This is an optimization exercise on Yosys and OpenROAD, whose aim is small area, not a production implementation.
The RTL was checked by simulation tests, not by an equivalence proof against the original design.

## flow/design.v (module list and top-level ports; edited modules follow where they fit)
// module fir_filter: 2311 lines
// module fir_fa: 4 lines
// module fir_ha: 4 lines
// module fir_sel: 3 lines
module fir_filter (
    input  logic        clk,
    input  logic        rst_n,
    input  logic        wb_cyc,
    input  logic        wb_stb,
    input  logic        wb_we,
    input  logic [3:0]  wb_adr,
    input  logic [15:0] wb_dat_w,
    output logic        wb_ack,
    output logic [15:0] wb_dat_r,
    input  logic [8:0]  sample,
    input  logic        sample_valid,
    output logic [20:0] out,
    output logic        out_valid
);
  // ...
==> flow/flow/run.sh <==
#!/bin/bash
# The standard layout, with every port buffered by the smallest buffer cell
# instead of the one buffer_ports picks by default.
set -o pipefail
cp standard.sh standard.sh.txt
export BUFFER_PORTS_ARGS="-buffer_cell sky130_fd_sc_hd__buf_1"
bash standard.sh > standard.log 2>&1
==> flow/standard.sh <==
#!/bin/bash
# synth_recipe.tcl (not shown) runs the flow's synth.tcl, then flattens the netlist and writes it again
# the make line also repeats each setting of config.mk as NAME=value (left out here)
make -C /OpenROAD-flow-scripts/flow DESIGN_CONFIG=/design/flow/config.mk WORK_HOME=/design/flow/orfs CLKGATE_MAP_FILE= SYNTH_SCRIPT=/design/flow/synth_recipe.tcl "${@:-finish}"
==> flow/config.mk <==
export PLATFORM = sky130hd
export DESIGN_NAME = fir_filter
export DESIGN_NICKNAME = fir_filter
export VERILOG_FILES = /design/flow/design.v
export SDC_FILE = /design/flow/constraint.sdc
export NUM_CORES = 4
export LEC_CHECK = 0
export CAP_MARGIN = 20
export CORE_MARGIN = 2
export CORE_UTILIZATION = 55
export CTS_BUF_LIST = sky130_fd_sc_hd__clkbuf_8
export CTS_CLUSTER_DIAMETER = 60
export CTS_CLUSTER_SIZE = 12
export GPL_TIMING_DRIVEN = 0
export PLACE_DENSITY = 0.7
export SLEW_MARGIN = 20
export SYNTH_HIERARCHICAL = 1
export SYNTH_MINIMUM_KEEP_SIZE = 0
==> flow/constraint.sdc <==
create_clock -name core_clock -period 8.0 [get_ports {clk}]
set_input_delay 1.6000 -clock core_clock [delete_from_list [all_inputs] [get_ports {clk}]]
set_output_delay 1.6000 -clock core_clock [all_outputs]
set_load 0.01 [all_outputs]
==> flow_results.org, run 1 <==
** STA
- Unrepaired setup endpoints after global routing :: false
- Highest attainable clock frequency :: between 0.1 and 0.15 GHz
- Final critical-path setup slack :: 0.288 ns
- Accumulated negative setup slack :: 0 ns
- Number of failing hold endpoints at the final stage :: 0

** Routing
- Highest signal layer in the routed design :: met4
- For this block, the initial DRC count from the detailed router was approximately 5.3k.
- Met3 wire length :: about 12000 microns
- Across all layers, the routed design uses 20.6k vias.

** Critical path
- The critical path ends at r1_45$_DFF_P_.
- CP cell instances :: ha_1 -> fa_1 -> fa_1 -> fa_1 -> fa_1 -> fa_1 -> fa_1 -> a222oi_1 -> fa_1 -> fa_1 -> fa_1 -> fa_1 -> fa_1 -> fa_1 -> fa_1
- Most Frequent Cell on Critical Path :: fa_1
- Class of the most critical setup path :: register to register
- Data required, critical path :: about 8.5 ns
- Of all nets on the critical path, the largest fanout is 12.
- STA classifies the critical path startpoint as a register.

** Global route
- Entering global routing, the biggest net connects 36 pins.
- Met1 global-route usage :: 0.515

** Place
- Placement-stage worst setup slack :: between 0.4 and 0.5 ns

** Final layout
- The layout has 108 buffers outside the clock class.
- Final-stage net count :: 2446
- Final standard cell area without fillers :: between 20000 and 30000 sq um
- Multi-input gate share of the layout cell area :: 0.682
- Dominant class by area :: multi-input gates
- The library cell used most frequently in the layout, excluding fill and tap cells, is fa_1.
- Of the cells placed in the final design, the portion with a size suffix greater than 1 is 0.130.

** Synth
- By count the netlist is led by fa_1 (468), a222oi_1 (450), dfrtp_1 (184), mux2_2 (177), inv_1 (128).
- Post-synthesis xor/xnor area fraction :: 0.00351
- Combined area of all synthesized cells :: 25000 sq um
- The most used flip-flop cell after synthesis is dfrtp_1.
- Multiplexer share of the synthesized area :: 0.0892

** Floorplanning
- Num ports :: 74

** Clock tree
- Clk slew on worst S/H paths :: around 0.080 ns

** Worst hold path
- The startpoint identified for the worst hold timing path is r1_5$_DFF_P_.

** Run status
- Run status :: timing/DRC/antenna clean
==> inputs of run 2 (changes only) <==
--- a/flow/design.v
+++ b/flow/design.v
@@ -2211,58 +2211,58 @@
         r1_3 <= n1568;
         r1_4 <= n1570;
         r1_5 <= n1572;
         r1_6 <= n1574;
         r1_7 <= n1576;
         r1_8 <= n1037;
         r1_9 <= n1114;
         r1_10 <= n1577;
-        r1_11 <= n1194;
-        r1_12 <= n1115;
+        r1_11 <= n1115;
+        r1_12 <= n1194;
         r1_13 <= n1196;
-        r1_14 <= n1270;
-        r1_15 <= n1272;
-        r1_16 <= n1197;
+        r1_14 <= n1197;
+        r1_15 <= n1270;
+        r1_16 <= n1272;
         r1_17 <= n1274;
-        r1_18 <= n1340;
-        r1_19 <= n1273;
-        r1_20 <= n1275;
+        r1_18 <= n1273;
+        r1_19 <= n1275;
+        r1_20 <= n1340;
         r1_21 <= n1342;
         r1_22 <= n1344;
-        r1_23 <= n1400;
-        r1_24 <= n1343;
-        r1_25 <= n1345;
+        r1_23 <= n1343;
+        r1_24 <= n1345;
+        r1_25 <= n1400;
         r1_26 <= n1402;
         r1_27 <= n1404;
-        r1_28 <= n1450;
-        r1_29 <= n1403;
-        r1_30 <= n1452;
-        r1_31 <= n1405;
+        r1_28 <= n1403;
+        r1_29 <= n1405;
+        r1_30 <= n1450;
+        r1_31 <= n1452;
         r1_32 <= n1454;
-        r1_33 <= n1490;
-        r1_34 <= n1453;
-        r1_35 <= n1492;
-        r1_36 <= n1455;
+        r1_33 <= n1453;
+        r1_34 <= n1455;
+        r1_35 <= n1490;
+        r1_36 <= n1492;
         r1_37 <= n1494;
-        r1_38 <= n1520;
-        r1_39 <= n1493;
-        r1_40 <= n1522;
-        r1_41 <= n1495;
+        r1_38 <= n1493;
+        r1_39 <= n1495;
+        r1_40 <= n1520;
+        r1_41 <= n1522;
         r1_42 <= n1524;
         r1_43 <= n1525;
         r1_44 <= n1544;
         r1_45 <= n1546;
         r1_46 <= n1545;
-        r1_47 <= n1556;
-        r1_48 <= n1547;
+        r1_47 <= n1547;
+        r1_48 <= n1556;
         r1_49 <= n1558;
         r1_50 <= n1557;
-        r1_51 <= n1562;
-        r1_52 <= n1559;
+        r1_51 <= n1559;
+        r1_52 <= n1562;
         r1_53 <= n1561;
         r1_54 <= n1563;
     end
     wire n1580, n1581;
     fir_fa u_n1580 (.a(r1_8), .b(r1_9), .c(r1_10), .s(n1580), .co(n1581));
     wire n1582, n1583;
     fir_fa u_n1582 (.a(r1_11), .b(r1_12), .c(r1_13), .s(n1582), .co(n1583));
     wire n1584, n1585;
==> flow/config.mk (replaced) <==
export PLATFORM = sky130hd
export DESIGN_NAME = fir_filter
export DESIGN_NICKNAME = fir_filter
export VERILOG_FILES = /design/flow/design.v
export SDC_FILE = /design/flow/constraint.sdc
export NUM_CORES = 4
export LEC_CHECK = 0
export CAP_MARGIN = 20
export CORE_MARGIN = 2
export CORE_UTILIZATION = 50
export CTS_BUF_LIST = sky130_fd_sc_hd__clkbuf_16
export CTS_CLUSTER_DIAMETER = 100
export CTS_CLUSTER_SIZE = 25
export GPL_TIMING_DRIVEN = 0
export PLACE_DENSITY = 0.65
export SETUP_SLACK_MARGIN = 0.2
export SLEW_MARGIN = 20
export SYNTH_HIERARCHICAL = 1
export SYNTH_MINIMUM_KEEP_SIZE = 0
==> flow_results.org, run 2 <==
** Critical path
- The critical path's largest stage delay was 0.99 ns (was 1.05 ns).
- The arrival time of the worst setup path came to 8.13 ns (was 8.22 ns).
- The instance count on the critical path is 15 (unchanged).
- The family with the most delay on the worst path was adder cells (unchanged).
- CP cell instances :: ha_1 -> fa_1 -> fa_1 -> fa_1 -> fa_1 -> fa_1 -> fa_1 -> a222oi_1 -> fa_1 -> fa_1 -> fa_1 -> fa_1 -> fa_1 -> fa_1 -> fa_1 (unchanged)
- Data required, critical path :: 8.43 ns (was 8.51 ns)
- The type of element capturing the critical path was a register (unchanged).
- Worst flop-to-flop path endpoint :: r1_45$_DFF_P_ (unchanged)
- Flop-to-flop setup slack :: 0.29 ns (about the same)
- Critical path peak fanout :: 12 (unchanged)
- RR Startpoint :: c2[0]$_DFFE_PN0P_ (was c6[0]$_DFFE_PN0P_)
- Cell with the biggest individual delay on the critical path :: fa_1 (unchanged)
- Class of the most critical setup path :: register to register (unchanged)
- Most Frequent Cell on Critical Path :: fa_1 (unchanged)
- The number of buffer and inverter instances along the worst setup path is 0 (unchanged).
- Critical Path Start Type :: register (unchanged)
- Number of cells on the worst reg-to-reg path :: 15 (unchanged)
- The launch point of the critical path was c2[0]$_DFFE_PN0P_ (was c6[0]$_DFFE_PN0P_).
- Worst Setup EP :: r1_45$_DFF_P_ (unchanged)

** Synth
- Post-synth top area cell :: fa_1 (unchanged)
- Sequential cell area fraction in the yosys report :: 0.248 (unchanged)
- The mean area per synthesized cell is 13.6 sq um (unchanged).
- Most used DFF post-synth :: dfrtp_1 (unchanged)
- Total nets after synthesis :: 2356 (unchanged)
- The count of yosys warnings during synthesis was 7 (unchanged).
- Combined area of all synthesized cells :: 25000 sq um (unchanged)
- Biggest area contributors in the synthesized netlist :: fa_1 (38%), dfrtp_1 (18%), a222oi_1 (18%) (unchanged)
- The gate count after technology mapping came to 1831 (unchanged).
- Library cell with the highest instance count after synthesis :: fa_1 (unchanged)
- Synth top area share :: 0.375 (unchanged)
- The number of library cell types mapped by synthesis was 49 (unchanged).
- Fraction of synthesis flops using an asynchronous set or reset pin :: 0.697 (unchanged)
- The number of enable-type register cells in the synthesized netlist is 0 (unchanged).
- Post-synthesis sequential element count :: 264 (unchanged)
- Most frequent cells after synthesis :: fa_1 (468), a222oi_1 (450), dfrtp_1 (184), mux2_2 (177), inv_1 (128) (unchanged)

** Final layout
- Commonest cells after routing, fill and taps aside: fa_1 (466), a222oi_1 (450), dfrtp_1 (183) (was fa_1 (468), a222oi_1 (450), dfrtp_1 (184)).
- Largest Register :: out (unchanged)
- Core Util, Final :: 0.542 (was 0.589)
- The ratio of cells with drive above 1 in the final layout was 0.131 (was 0.130).
- Final standard cell area without fillers :: 26700 sq um (was 26500 sq um)
- The synthesis-to-layout area growth is 6.75% (was 6.24%).
- The number of flip-flops in the largest register is 21 (unchanged).
- Finished Layout Cells :: 2586 (was 2537)
- Final-stage net count :: 2438 (was 2446)
- The most common cell after layout, fill and taps aside was fa_1 (unchanged).
- The number of filler cells placed in the layout was 4198 (was 3670).
- The sequential cell area is 6210 sq um (about the same).
- Number of diodes added for antenna fixing :: 0 (unchanged)
- Multi-input gate area in the final layout :: 18100 sq um (about the same)

** Routing
- The number of vias per cell after detailed routing was 7.80 (was 8.13).
- The total via count in the routed design is 20.2k (was 20.6k).
- The number of iterations in the first detailed-routing pass is 14 (was 19).
- The overall routed net length came to 101000 microns (was 96700 microns).
- The detail-routed net length per standard cell is 39.1 microns (was 38.1 microns).
- Initial DRC Count :: 5041 (was 5270)
- The final routed DRC violation total was 0 (unchanged).
- The count of nets left with antenna violations after detail routing was 0 (unchanged).

** Global route
- The total routing usage reported by global routing came to 0.401 (was 0.414).
- The maximum number of pins on one net before global-route repair came to 36 (unchanged).
- First-pass GRT wire length :: 147000 microns (was 142000 microns)
- The number of global-route vias before repair is 21.5k (was 22.0k).
- The routing layer with the top usage in global route was met2 (unchanged).
- Congestion Overflow GR :: 0 (unchanged)
- Number of antenna violations at the first check in global routing :: 0 (unchanged)
- The met2 capacity usage during global routing is 0.659 (was 0.673).
- Met3 routing resource usage after global routing :: 0.0743 (was 0.0918)
- Met1 global-route usage :: 0.508 (was 0.515)

** STA
- The worst-case clock skew came to 0.0248 ns (was 0.0149 ns).
- Worst Max-Slew Pin Slew :: 1.20 ns (was 1.17 ns)
- Final critical-path share of the clock period :: 0.964 (about the same)
- Shortest clock period the worst path allows after layout :: 7.71 ns (about the same)
- The number of setup violations in the final report came to 0 (unchanged).
- The number of max-slew violations in the final report came to 0 (unchanged).
- The relative slew slack came to 0.200 (was 0.221).
- Highest attainable clock frequency :: 0.130 GHz (about the same)
- Unrepaired setup endpoints after global routing: false (unchanged).
- Number of failing hold endpoints at the final stage :: 0 (unchanged)

** Clock tree
- The CTS tree was built (unchanged).
- The buffer type at the clock tree root is clkbuf_16 (was clkbuf_8).
- The setup fix buffers added after clock tree synthesis is 0 (unchanged).
- Post-cts sizing count :: 0 (unchanged)
- Cts-stage hold buffer count :: 0 (unchanged)
- The total CTS buffers is 15 (was 26).
- Clock latency on the worst-skew pair :: 0.55 ns (was 0.63 ns)
- H-tree lvl count :: 1 (unchanged)
- The maximum count of clock buffers along a single path came to 3 (unchanged).
- Clock Sinks :: 264 (unchanged)
- The clock-pin slew on the worst setup and hold paths was 0.09 ns (was 0.08 ns).

** Place
- Number of buffers added on ports :: 57 (unchanged)
- The post-placement cell area is 26200 sq um (was 26100 sq um).
- The count of placed standard cells including taps is 2559 (was 2493).
- The final HPWL from detailed placement came to 81700 microns (was 78400 microns).
- RePlAce Congestion :: 1.04 (was 1.02)

** Floorplanning
- The placeable core region was 49200 sq um (was 45100 sq um).
- Site Rows :: 81 (was 78)
- The full die area came to 51800 sq um (was 47100 sq um).
- The width of the chip came to 228 microns (was 217 microns).
- Num ports :: 74 (unchanged)
- The floorplan die height is 228 microns (was 217 microns).
- Initial Util :: 0.508 (was 0.554)

** Worst hold path
- The worst hold-check path type is register to register (unchanged).

** Job
- The max-cap violation count came to 0 (unchanged).

** Run status
- Run status :: timing/DRC/antenna clean (unchanged)
## run 2: worst min path at each step
stage | slack (ns) | cells past startpoint | startpoint | to
2_1_floorplan | 0.33 | 0 | v2$_DFF_PN0_ | out_valid$_DFF_PN0_
3_3_place_gp | 0.33 | 0 | v2$_DFF_PN0_ | out_valid$_DFF_PN0_
3_5_place_dp | 0.34 | 0 | v2$_DFF_PN0_ | out_valid$_DFF_PN0_
4_1_cts | 0.36 | 0 | v2$_DFF_PN0_ | out_valid$_DFF_PN0_
5_1_grt | 0.36 | 0 | v2$_DFF_PN0_ | out_valid$_DFF_PN0_
6_report | 0.36 | 1 | r1_7$_DFF_P_ | out[7]$_DFF_P_
## run 2: final cells by class
type,count,share of cell area
Clock inverter,11,0.00277
Sequential cell,264,0.233
Tap cell,664,0.0312
Multi-Input combinational cell,1393,0.679
Inverter,128,0.0180
Clock buffer,15,0.0141
Timing Repair Buffer,65,0.0136
Buffer,46,0.00817
## run 2: per-layer routing
metal	vias to the layer above	wire length (microns)
met3	374	11400
met4	0	5970
met1	10400	35900
met5	-	0
met2	1673	47800
li1	7694	-
## run 2: per-module statistics from Yosys, one instance, submodules excluded
module	flops+latches	copies in the design	area [sq um]	cells
fir_sel	0	450	10.0	1
fir_filter	264	1	11000	902
fir_ha	0	11	12.5	1
fir_fa	0	468	20.0	1
## run 2: kinds of logic after synthesis
group	share of synthesized area
adders and majority gates	0.386
and+or+nand+nor	0.0516
xor gates and xnor gates	0.00351
muxes	0.0892
DFF	0.248
AOI/OAI and AO/OA	0.193
buffers and inverters	0.0280
## run 2: stage by stage
step	worst slack (ns)	hold WS, ns	setup TNS, ns
4_1_cts	0.311	0.359	0
2_1_floorplan	1.38	0.331	0
5_1_grt	0.211	0.362	0
3_3_place_gp	-3.01	0.332	-549.72
3_5_place_dp	0.319	0.336	0
6_report	0.291	0.359	0
==> inputs of run 3 (changes only) <==
--- a/flow/config.mk
+++ b/flow/config.mk
@@ -11,4 +11,4 @@
 export CTS_BUF_LIST = sky130_fd_sc_hd__clkbuf_16
-export CTS_CLUSTER_DIAMETER = 100
-export CTS_CLUSTER_SIZE = 25
+export CTS_CLUSTER_DIAMETER = 110
+export CTS_CLUSTER_SIZE = 30
 export GPL_TIMING_DRIVEN = 0
==> flow_results.org, run 3 <==
** Floorplanning
- Site Rows :: 81 (unchanged)
- Core ar. :: 49200 sq um (unchanged)
- X dimension of the die :: 228 microns (unchanged)
- DIE HEIGHT :: 228 microns (unchanged)
- The top-level port count came to 74 (unchanged).
- Initial Util :: 0.508 (unchanged)
- The full die area was 51800 sq um (unchanged).

** Final layout
- Commonest cells after routing, fill and taps aside :: fa_1 (465), a222oi_1 (450), dfrtp_1 (183) (was fa_1 (466), a222oi_1 (450), dfrtp_1 (183))
- Final-stage net count :: 2436 (was 2438)
- The most common cell after layout, fill and taps aside is fa_1 (unchanged).
- The register with the most flip-flops is out (unchanged).
- The final antenna diode count is 0 (unchanged).
- Fraction of layout instances using a drive strength above 1 :: 0.131 (about the same)
- The number of cells in the finished layout apart from fillers came to 2579 (was 2586).
- The number of flip-flops in the largest register came to 21 (unchanged).
- Syn-to-layout area delta :: 6.49% (was 6.75%)
- The finished layout cell area was 26600 sq um (was 26700 sq um).

** Run status
- Run status :: timing/DRC/antenna clean (unchanged)

** Global route
- Total global-route track usage :: 0.400 (was 0.401)
- Pin count of the biggest net entering global routing :: 36 (unchanged)
- Congestion Overflow GR :: 0 (unchanged)
- The number of global-route vias before repair was 21.5k (about the same).
- First-pass GRT wire length :: 147000 microns (about the same)
- Number of antenna violations at the first check in global routing :: 0 (unchanged)

** Routing
- Met2 layer wire length in the routed design :: 47600 microns (was 47800 microns)
- The count of nets left with antenna violations after detail routing was 0 (unchanged).
- The number of vias per cell after detailed routing was 7.82 (was 7.80).
- Detailed-routing iteration count for the pre-antenna-repair pass :: 14 (unchanged)
- Initial DRC Count :: 5123 (was 5041)
- The overall routed net length is 101000 microns (about the same).
- Met3 wire length :: 11700 microns (was 11400 microns)
- Number of remaining DRC errors :: 0 (unchanged)
- The total via count in the routed design is 20.2k (about the same).
- Highest signal layer in the routed design :: met4 (unchanged)
- The met1 layer wirelength in the final routing came to 35700 microns (was 35900 microns).
- Routed length per instance :: 39.1 microns (about the same)

** Clock tree
- The total CTS buffers came to 13 (was 15).
- Maximum buffer depth of the clock tree :: 3 (unchanged)
- The number of hold buffers added after cts came to 0 (unchanged).
- Clock tree root driver cell :: clkbuf_16 (unchanged)
- The H-tree level count came to 1 (unchanged).
- The clock latency on the worst-skew pair came to 0.55 ns (about the same).
- The CTS sink count was 264 (unchanged).
- Clk slew on worst S/H paths :: 0.12 ns (was 0.09 ns)
- Clock tree from TritonCTS :: built (unchanged)

** STA
- The worst-case clock skew was 0.0238 ns (was 0.0248 ns).
- The relative slew slack was 0.185 (was 0.200).
- Final critical-path share of the clock period :: 0.968 (was 0.964)
- Max-slew violation total from the final report :: 0 (unchanged)
- The shortest clock period the worst path allows after layout came to 7.74 ns (was 7.71 ns).
- The final worst hold slack came to 0.364 ns (was 0.359 ns).
- The number of setup violations in the final report is 0 (unchanged).
- Unrepaired setup endpoints after global routing: false (unchanged).
- The setup TNS after final layout was 0 ns (unchanged).
- The final number of hold-violating endpoints is 0 (unchanged).
- The actual slew at the worst max-slew pin is 1.22 ns (was 1.20 ns).
- Highest attainable clock frequency :: 0.129 GHz (was 0.130 GHz)

** Place
- Sum of net half-perimeters after detailed placement :: 81700 microns (unchanged)
- RePlAce Congestion :: 1.04 (unchanged)
- The count of placed standard cells including taps was 2559 (unchanged).
- Number of buffers added on ports :: 57 (unchanged)
- The post-placement cell area came to 26200 sq um (unchanged).

** Critical path
- The slowest library cell on the worst path was fa_1 (unchanged).
- The classification of the worst setup path was register to register (unchanged).
- Worst EP arrival :: 8.17 ns (was 8.13 ns)
- Largest stage delay on the critical path :: 0.95 ns (was 0.99 ns)
- The type of element capturing the critical path is a register (unchanged).
- Data required, critical path :: 8.43 ns (about the same)
- The most frequent cell on the critical path was fa_1 (unchanged).
- The largest fanout on the critical path was 12 (unchanged).
- CP cell instances :: ha_1 -> fa_1 -> fa_1 -> fa_1 -> fa_1 -> fa_1 -> fa_2 -> fa_1 -> a222oi_1 -> fa_1 -> fa_1 -> fa_1 -> fa_1 -> fa_1 -> fa_1 (was ha_1 -> fa_1 -> fa_1 -> fa_1 -> fa_1 -> fa_1 -> fa_1 -> a222oi_1 -> fa_1 -> fa_1 -> fa_1 -> fa_1 -> fa_1 -> fa_1 -> fa_1)
- The number of buffer and inverter instances along the worst setup path is 0 (unchanged).
- The type of origin of the critical path is a register (unchanged).
- Cell family with most CP delay :: adder cells (unchanged)

** Synth
- Synth top area share :: 0.375 (unchanged)
- The share of synthesized area occupied by flip-flops and latches is 0.248 (unchanged).
- Total nets after synthesis :: 2356 (unchanged)
- The fraction of registers with async set/reset is 0.697 (unchanged).
- Number of enable flip-flop cells after synthesis :: 0 (unchanged)
- Post-synthesis sequential element count :: 264 (unchanged)
- Ys Warns :: 7 (unchanged)
- The number of library cell types mapped by synthesis came to 49 (unchanged).
- Avg Inst Size Synth :: 13.6 sq um (unchanged)
- Most frequent cells after synthesis: fa_1 (468), a222oi_1 (450), dfrtp_1 (184), mux2_2 (177), inv_1 (128) (unchanged).
- Post-synth top area cell :: fa_1 (unchanged)
- Combined area of all synthesized cells :: 25000 sq um (unchanged)
- The cell with the most instances after synthesis was fa_1 (unchanged).
- Biggest area contributors in the synthesized netlist :: fa_1 (38%), dfrtp_1 (18%), a222oi_1 (18%) (unchanged)
- Synthesized instance count :: 1831 (unchanged)
- The most common flop cell mapped by yosys was dfrtp_1 (unchanged).

** Worst hold path
- The worst hold-check path type is register to register (unchanged).

** Job
- Number of maximum-capacitance constraint violations :: 0 (unchanged)
## run 3: cell counts after synthesis
Identical to the previous run, type by type.
## run 3: area by class of cell
| cell class | instances | area (sq um) |
|---|---|---|
| flip-flops and latches | 264 | 6210 |
| well taps | 664 | 831 |
| clock buffers | 13 | 325 |
| clock inverters | 6 | 57.6 |
| inverters | 128 | 480 |
| fillers | 4205 | 22600 |
| multi-input cells | 1393 | 18100 |
| plain buffers | 46 | 218 |
| repair buffers | 65 | 362 |
## run 3: worst paths after layout
path,slack [ns],end,startpoint,cells after the start
setup / recovery,0.26,r1_45$_DFF_P_,c6[0]$_DFFE_PN0P_,15
hold / removal,0.36,out_valid$_DFF_PN0_,v2$_DFF_PN0_,0
setup reg to reg,0.26,r1_45$_DFF_P_,c6[0]$_DFFE_PN0P_,15
hold reg to reg,0.36,out_valid$_DFF_PN0_,v2$_DFF_PN0_,0
max in group asynchronous,6.15,x9[2]$_DFFE_PN0P_,rst_n,4
min in group asynchronous,0.90,c1[2]$_DFFE_PN0P_,rst_n,1
## run 3: timing repair
item,CTS,global route
setup endpoints to repair,0,2
gates resized for setup,0,3
buffers inserted,0,0
## run 3: per-layer routing
layer,up-vias,track usage
li1,7693,-
met2,1707,0.655
met3,404,0.0778
met5,-,0
met1,10400,0.507
met4,0,0.210
## run 3: modules after synthesis, one instance, submodules excluded
module | cells inside | copies in the design | flops+latches
fir_fa | 1 | 468 | 0
fir_filter | 902 | 1 | 264
fir_ha | 1 | 11 | 0
fir_sel | 1 | 450 | 0
## run 3: cell families (layout without fill, tap and decap cells)
kind of cell | Yosys count | in the layout | synth area share
AND/OR/NAND/NOR | 202 | 202 | 0.0516
AO/OA/AOI/OAI | 495 | 495 | 0.193
multiplexers | 196 | 196 | 0.0892
XOR/XNOR | 10 | 10 | 0.00351
buffers and inverters | 174 | 258 | 0.0280
flip-flops | 264 | 264 | 0.248
adder cells (fa/ha/maj) | 490 | 490 | 0.386
## run 3: worst reg2reg max path, cell delays in order, from the launching register on
cell and delay (ns):
dfrtp_1 0.70, ha_1 0.39, fa_1 0.42, fa_1 0.41, fa_1 0.40, fa_1 0.44
fa_1 0.47, fa_2 0.37, fa_1 0.95, a222oi_1 0.23, fa_1 0.48, fa_1 0.50
fa_1 0.50, fa_1 0.46, fa_1 0.43, fa_1 0.46
## run 3: metrics by stage
stage | util | setup slack (ns)
final | 0.541 | 0.256
after global routing | 0.541 | 0.210
after CTS | 0.541 | 0.295
after detailed placement | 0.533 | 0.319
after global placement | 0.529 | -3.01
after floorplan | - | 1.38

[what the ideal ports hide]
The flow's constraints put no driver on any port. The routed layouts listed below were extracted and timed again, unchanged, in two steps.
Step 1 (the two cells are an assumption about what drives the block):
set clk [get_ports {clk}]
set_driving_cell -lib_cell sky130_fd_sc_hd__clkbuf_16 $clk
set_driving_cell -lib_cell sky130_fd_sc_hd__buf_2 [delete_from_list [all_inputs] $clk]
Step 2 also shifts input and output timing later by t, the mid clock arrival at the registers, as if the neighbouring blocks saw the same clock.
Slacks: ideal / step 1 / step 2; pairs: ideal / step 1.
| run | t (ns) | setup slack, ns | hold WS [ns] | clock arrival spread, ns | cell pins on the clock port's net |
|---|---|---|---|---|---|
| run 1 | 0.679 | 0.288 / 0.288 / 0.288 | 0.358 / 0.358 / 0.358 | 0.019 / 0.019 | 1 |
| run 2 | 0.599 | 0.291 / 0.291 / 0.291 | 0.359 / 0.359 / 0.359 | 0.025 / 0.025 | 1 |
| run 3 | 0.603 | 0.256 / 0.256 / 0.256 | 0.364 / 0.364 / 0.364 | 0.025 / 0.024 | 1 |
After both steps setup and hold are still met in every run listed.
